Background: an optimization exercise with open tools, aiming at small area and a short achievable clock period. Do not read the settings as production practice. In this exercise RTL edits were held to simulation tests only and were not proved equivalent to the original.

==> 03-06: inputs <==
==> flow/design.v <==
`default_nettype none
package md_sched_pkg;
  typedef enum logic [2:0] {
    MD_NONE  = 3'd0,
    MD_MULT  = 3'd1,
    MD_MULTU = 3'd2,
    MD_DIV   = 3'd3,
    MD_DIVU  = 3'd4,
    MD_MTHI  = 3'd5,
    MD_MTLO  = 3'd6
  } md_op_e;
  localparam int DEF_MULT_CYCLES = 5;
  localparam int DEF_DIV_CYCLES  = 10;
endpackage
`default_nettype wire
`default_nettype none
module md_arith (
  input  logic [2:0]  op,
  input  logic [31:0] a,
  input  logic [31:0] b,
  output logic [63:0] result,
  output logic        div0
);
  logic        w_is_mul;
  logic        w_is_div;
  logic        w_signed;
  logic        w_a_neg;
  logic        w_b_neg;
  logic [31:0] w_a_mag;
  logic [31:0] w_b_mag;
  logic [31:0] w_divisor;
  logic [63:0] w_prod;
  logic [31:0] w_quo;
  logic [31:0] w_rem;
  always_comb begin
    w_is_mul  = (op == md_sched_pkg::MD_MULT) || (op == md_sched_pkg::MD_MULTU);
    w_is_div  = (op == md_sched_pkg::MD_DIV)  || (op == md_sched_pkg::MD_DIVU);
    w_signed  = (op == md_sched_pkg::MD_MULT) || (op == md_sched_pkg::MD_DIV);
    w_a_neg   = w_signed & a[31];
    w_b_neg   = w_signed & b[31];
    w_a_mag   = w_a_neg ? (32'd0 - a) : a;
    w_b_mag   = w_b_neg ? (32'd0 - b) : b;
    w_divisor = (b == 32'd0) ? 32'd1 : w_b_mag;
    w_prod = {32'd0, w_a_mag} * {32'd0, w_b_mag};
    if (w_a_neg ^ w_b_neg) begin
      w_prod = 64'd0 - w_prod;
    end
    w_quo = w_a_mag / w_divisor;
    w_rem = w_a_mag % w_divisor;
    if (w_a_neg ^ w_b_neg) begin
      w_quo = 32'd0 - w_quo;
    end
    if (w_a_neg) begin
      w_rem = 32'd0 - w_rem;
    end
    result = 64'd0;
    if (w_is_mul) begin
      result = w_prod;
    end else if (w_is_div) begin
      result = {w_rem, w_quo};
    end
    div0 = w_is_div && (b == 32'd0);
  end
endmodule
`default_nettype wire
`default_nettype none
module md_sched #(
  parameter int MULT_CYCLES = md_sched_pkg::DEF_MULT_CYCLES,
  parameter int DIV_CYCLES  = md_sched_pkg::DEF_DIV_CYCLES,
  parameter int CNT_W       = 4
) (
  input  logic        clk,
  input  logic        reset,
  input  logic        E_valid,
  input  logic [2:0]  E_md_op,
  input  logic [31:0] E_rs,
  input  logic [31:0] E_rt,
  input  logic        D_is_md,
  output logic        start,
  output logic        busy,
  output logic        md_stall,
  output logic [31:0] hi,
  output logic [31:0] lo
);
  localparam logic [CNT_W-1:0] C_MULT_CNT = CNT_W'(MULT_CYCLES);
  localparam logic [CNT_W-1:0] C_DIV_CNT  = CNT_W'(DIV_CYCLES);
  localparam logic [CNT_W-1:0] C_CNT_ONE  = CNT_W'(1);
  logic [CNT_W-1:0] r_cnt;
  logic [63:0]      r_pend;
  logic             r_pend_div0;
  logic [31:0]      r_hi;
  logic [31:0]      r_lo;
  logic [63:0]      w_result;
  logic             w_div0;
  logic             w_is_launch_op;
  logic             w_is_div_op;
  logic             w_mthi;
  logic             w_mtlo;
  logic             w_commit;
  md_arith u_arith (
    .op     (E_md_op),
    .a      (E_rs),
    .b      (E_rt),
    .result (w_result),
    .div0   (w_div0)
  );
  always_comb begin
    w_is_div_op    = (E_md_op == md_sched_pkg::MD_DIV) || (E_md_op == md_sched_pkg::MD_DIVU);
    w_is_launch_op = (E_md_op == md_sched_pkg::MD_MULT) || (E_md_op == md_sched_pkg::MD_MULTU) || w_is_div_op;
    busy           = (r_cnt != '0);
    start          = E_valid && w_is_launch_op && !busy;
    w_mthi         = E_valid && (E_md_op == md_sched_pkg::MD_MTHI) && !busy;
    w_mtlo         = E_valid && (E_md_op == md_sched_pkg::MD_MTLO) && !busy;
    w_commit       = (r_cnt == C_CNT_ONE);
    md_stall       = D_is_md && (start || busy);
  end
  always_ff @(posedge clk) begin
    if (reset) begin
      r_cnt       <= '0;
      r_pend      <= 64'd0;
      r_pend_div0 <= 1'b0;
      r_hi        <= 32'd0;
      r_lo        <= 32'd0;
    end else begin
      if (start) begin
        r_cnt       <= w_is_div_op ? C_DIV_CNT : C_MULT_CNT;
        r_pend      <= w_result;
        r_pend_div0 <= w_div0;
      end else if (busy) begin
        r_cnt <= r_cnt - C_CNT_ONE;
      end
      if (w_commit) begin
        if (!r_pend_div0) begin
          r_hi <= r_pend[63:32];
          r_lo <= r_pend[31:0];
        end
      end else begin
        if (w_mthi) begin
          r_hi <= E_rs;
        end
        if (w_mtlo) begin
          r_lo <= E_rs;
        end
      end
    end
  end
  assign hi = r_hi;
  assign lo = r_lo;
endmodule
`default_nettype wire
==> flow/run.sh <==
#!/bin/bash
# synth_recipe.tcl (not shown) runs the flow's synth.tcl, then flattens the netlist and writes it again
# the make line also repeats each setting of config.mk as NAME=value (left out here)
make -C /OpenROAD-flow-scripts/flow DESIGN_CONFIG=/design/flow/config.mk WORK_HOME=/design/flow/orfs CLKGATE_MAP_FILE= SYNTH_SCRIPT=/design/flow/synth_recipe.tcl finish
==> flow/config.mk <==
export PLATFORM = sky130hd
export DESIGN_NAME = md_sched
export DESIGN_NICKNAME = md_sched
export VERILOG_FILES = /design/flow/design.v
export SDC_FILE = /design/flow/constraint.sdc
export NUM_CORES = 4
export LEC_CHECK = 0
export CAP_MARGIN = 20
export CORE_MARGIN = 2
export CORE_UTILIZATION = 40
export SETUP_SLACK_MARGIN = 5
export SLEW_MARGIN = 20
==> flow/constraint.sdc <==
create_clock -name core_clock -period 120.0 [get_ports {clk}]
set_input_delay 24.0000 -clock core_clock [delete_from_list [all_inputs] [get_ports {clk}]]
set_output_delay 24.0000 -clock core_clock [all_outputs]
set_load 0.01 [all_outputs]
==> 11-25: changes against 03-06 <==
==> flow/design.v (replaced) <==
`default_nettype none
package md_sched_pkg;
  typedef enum logic [2:0] {
    MD_NONE  = 3'd0,
    MD_MULT  = 3'd1,
    MD_MULTU = 3'd2,
    MD_DIV   = 3'd3,
    MD_DIVU  = 3'd4,
    MD_MTHI  = 3'd5,
    MD_MTLO  = 3'd6
  } md_op_e;
  localparam int DEF_MULT_CYCLES = 5;
  localparam int DEF_DIV_CYCLES  = 10;
endpackage
`default_nettype wire
`default_nettype none
module md_arith (
  input  logic [34:0] x,
  input  logic [32:0] m,
  input  logic        one,
  input  logic        two,
  input  logic        neg,
  output logic [34:0] s
);
  logic [34:0] w_m1;
  logic [34:0] w_m2;
  logic [34:0] w_y;
  logic [35:0] w_c;
  always_comb begin
    w_m1 = {{2{m[32]}}, m};
    w_m2 = {m[32], m, 1'b0};
    w_y  = ((w_m1 & {35{one}}) | (w_m2 & {35{two}})) ^ {35{neg}};
    w_c[0] = neg;
    for (int i = 0; i < 35; i++) begin
      s[i]     = x[i] ^ w_y[i] ^ w_c[i];
      w_c[i+1] = (x[i] & w_y[i]) | (x[i] & w_c[i]) | (w_y[i] & w_c[i]);
    end
  end
endmodule
`default_nettype wire
`default_nettype none
module md_sched #(
  parameter int MULT_CYCLES = md_sched_pkg::DEF_MULT_CYCLES,
  parameter int DIV_CYCLES  = md_sched_pkg::DEF_DIV_CYCLES,
  parameter int CNT_W       = 4
) (
  input  logic        clk,
  input  logic        reset,
  input  logic        E_valid,
  input  logic [2:0]  E_md_op,
  input  logic [31:0] E_rs,
  input  logic [31:0] E_rt,
  input  logic        D_is_md,
  output logic        start,
  output logic        busy,
  output logic        md_stall,
  output logic [31:0] hi,
  output logic [31:0] lo
);
  localparam logic [CNT_W-1:0] C_MULT_CNT = CNT_W'(MULT_CYCLES);
  localparam logic [CNT_W-1:0] C_DIV_CNT  = CNT_W'(DIV_CYCLES);
  localparam logic [CNT_W-1:0] C_CNT_ONE  = CNT_W'(1);
  logic [CNT_W-1:0] r_cnt;
  logic             r_div;     
  logic             r_sgn;     
  logic             r_an;      
  logic             r_pb;      
  logic [33:0]      r_r;       
  logic [35:0]      r_a;       
  logic [31:0]      r_b;       
  logic [31:0]      r_hi;
  logic [31:0]      r_lo;
  logic             w_is_launch_op;
  logic             w_is_div_op;
  logic             w_is_sgn_op;
  logic             w_mthi;
  logic             w_mtlo;
  logic             w_last;
  logic [32:0]      w_m;
  logic             w_sd;
  logic [34:0]      w_x   [4];
  logic [34:0]      w_s   [4];
  logic             w_one [4];
  logic             w_two [4];
  logic             w_neg [4];
  logic             w_rz;
  logic             w_sz;
  logic             w_use_s;
  logic             w_bz;
  logic [31:0]      w_rem;
  logic [30:0]      w_qinc;
  logic [31:0]      w_quo;
  genvar g;
  generate
    for (g = 0; g < 4; g++) begin : g_stage
      md_arith u_arith (
        .x   (w_x[g]),
        .m   (w_m),
        .one (w_one[g]),
        .two (w_two[g]),
        .neg (w_neg[g]),
        .s   (w_s[g])
      );
    end
  endgenerate
  always_comb begin
    w_is_div_op    = (E_md_op == md_sched_pkg::MD_DIV) || (E_md_op == md_sched_pkg::MD_DIVU);
    w_is_sgn_op    = (E_md_op == md_sched_pkg::MD_MULT) || (E_md_op == md_sched_pkg::MD_DIV);
    w_is_launch_op = (E_md_op == md_sched_pkg::MD_MULT) || (E_md_op == md_sched_pkg::MD_MULTU) || w_is_div_op;
    busy           = (r_cnt != '0);
    start          = E_valid && w_is_launch_op && !busy;
    w_mthi         = E_valid && (E_md_op == md_sched_pkg::MD_MTHI) && !busy;
    w_mtlo         = E_valid && (E_md_op == md_sched_pkg::MD_MTLO) && !busy;
    w_last         = (r_cnt == C_CNT_ONE);
    md_stall       = D_is_md && (start || busy);
  end
  always_comb begin
    w_sd = r_sgn & r_b[31];
    w_m  = {w_sd, r_b};
    if (r_div && !w_last) begin
      w_x[0] = {r_r, r_a[35]};
    end else begin
      w_x[0] = {r_r[33], r_r};
    end
    if (r_div) begin
      w_one[0] = 1'b1;
      w_two[0] = 1'b0;
      w_neg[0] = (r_r[33] == w_sd);
    end else if (w_last) begin
      w_one[0] = ~r_sgn & r_an;
      w_two[0] = 1'b0;
      w_neg[0] = 1'b0;
    end else begin
      w_one[0] = r_a[0] ^ r_pb;
      w_two[0] = (r_a[1] & ~r_a[0] & ~r_pb) | (~r_a[1] & r_a[0] & r_pb);
      w_neg[0] = r_a[1];
    end
    for (int k = 1; k < 4; k++) begin
      if (r_div) begin
        w_x[k]   = {w_s[k-1][33:0], r_a[35-k]};
        w_one[k] = 1'b1;
        w_two[k] = 1'b0;
        w_neg[k] = (w_s[k-1][34] == w_sd);
      end else begin
        w_x[k]   = {{2{w_s[k-1][34]}}, w_s[k-1][34:2]};
        w_one[k] = r_a[2*k] ^ r_a[2*k-1];
        w_two[k] = (r_a[2*k+1] & ~r_a[2*k] & ~r_a[2*k-1]) | (~r_a[2*k+1] & r_a[2*k] & r_a[2*k-1]);
        w_neg[k] = r_a[2*k+1];
      end
    end
    w_rz    = (r_r == '0);
    w_sz    = (w_s[0] == '0);
    w_use_s = (~w_rz & (r_r[33] != (r_sgn & r_an))) | w_sz;
    w_rem   = w_use_s ? w_s[0][31:0] : r_r[31:0];
    w_qinc  = r_a[30:0] + {30'd0, w_use_s & w_neg[0]};
    w_quo   = {w_qinc, ~w_use_s};
    w_bz    = (r_b == '0);
  end
  always_ff @(posedge clk) begin
    if (reset) begin
      r_cnt <= '0;
      r_hi  <= 32'd0;
      r_lo  <= 32'd0;
    end else begin
      if (start) begin
        r_cnt <= w_is_div_op ? C_DIV_CNT : C_MULT_CNT;
      end else if (busy) begin
        r_cnt <= r_cnt - C_CNT_ONE;
      end
      if (w_last) begin
        if (r_div) begin
          if (!w_bz) begin
            r_hi <= w_rem;
            r_lo <= w_quo;
          end
        end else begin
          r_hi <= w_s[0][31:0];
          r_lo <= r_a[31:0];
        end
      end else begin
        if (w_mthi) begin
          r_hi <= E_rs;
        end
        if (w_mtlo) begin
          r_lo <= E_rs;
        end
      end
    end
  end
  always_ff @(posedge clk) begin
    if (start) begin
      r_div <= w_is_div_op;
      r_sgn <= w_is_sgn_op;
      r_an  <= E_rs[31];
      r_pb  <= 1'b0;
      r_b   <= E_rt;
      r_a   <= {{4{w_is_sgn_op & E_rs[31]}}, E_rs};
      r_r   <= {34{w_is_div_op & w_is_sgn_op & E_rs[31]}};
    end else begin
      r_pb <= r_a[7];
      if (r_div) begin
        r_a <= {r_a[31:0], w_neg[0], w_neg[1], w_neg[2], w_neg[3]};
        r_r <= w_s[3][33:0];
      end else begin
        r_a <= {r_a[31:28], w_s[3][1:0], w_s[2][1:0], w_s[1][1:0], w_s[0][1:0], r_a[31:8]};
        r_r <= {w_s[3][34], w_s[3][34:2]};
      end
    end
  end
  assign hi = r_hi;
  assign lo = r_lo;
endmodule
`default_nettype wire
==> run summary <==
Run status: 03-06 complete, no violations; 11-25 complete, no violations
Share of the synthesized area in the top cell type: 03-06 24.5%; 11-25 16.9%
Cell accounting for the most synthesized area: 03-06 sky130_fd_sc_hd__fa_1; 11-25 sky130_fd_sc_hd__dfxtp_1
Slowest stage delay, CP: 03-06 730 ps; 11-25 840 ps
Largest net degree at the start of global routing: 03-06 83; 11-25 110
Clock insertion delay at the later pin of the skew report: 03-06 510 ps; 11-25 500 ps
Register bit count reported by yosys: 03-06 133; 11-25 174
Layout net count: 03-06 11700; 11-25 2045
Synthesized net count: 03-06 11700; 11-25 2047
Met1 Use GR: 03-06 49.9%; 11-25 35.2%
Largest register FFs: 03-06 64; 11-25 36
Share of the final layout cell area in sequential cells: 03-06 3.32%; 11-25 20.6%

-- re-timing with driven ports --
How much do the figures lean on ideal ports? The routed layouts below were timed once more, with nothing changed but the port constraints.
Step 1: set_driving_cell puts a clkbuf_16 on clk and a buf_2 on each other input, an assumption about the parent block.
Step 2 adds t to the input delays and takes it off the output delays; t is the mean of the earliest and latest rising clock arrival at the registers after step 1. Input paths then give back, and output paths get back, about the clock's delay inside the block.
a / b / c = ideal ports / drivers / drivers and shift; a / b = the first two.
| run | t (ns) | slack for setup (ns) | hold slack, ns | worst setup path at the end | slew at the worst register clock pin (ns) |
|---|---|---|---|---|---|
| 03-06 | 0.553 | 8.344 / 8.370 / 7.817 | 0.494 / 0.494 / 0.494 | input to register | 0.10 / 0.10 |
| 11-25 | 0.542 | 51.613 / 51.613 / 51.613 | 0.453 / 0.453 / 0.453 | register to register | 0.09 / 0.09 |
After both steps setup and hold are still met in every run listed. The setup slack of 03-06, which loses most, moves by +0.026 ns with the drivers and by -0.527 ns with both steps.
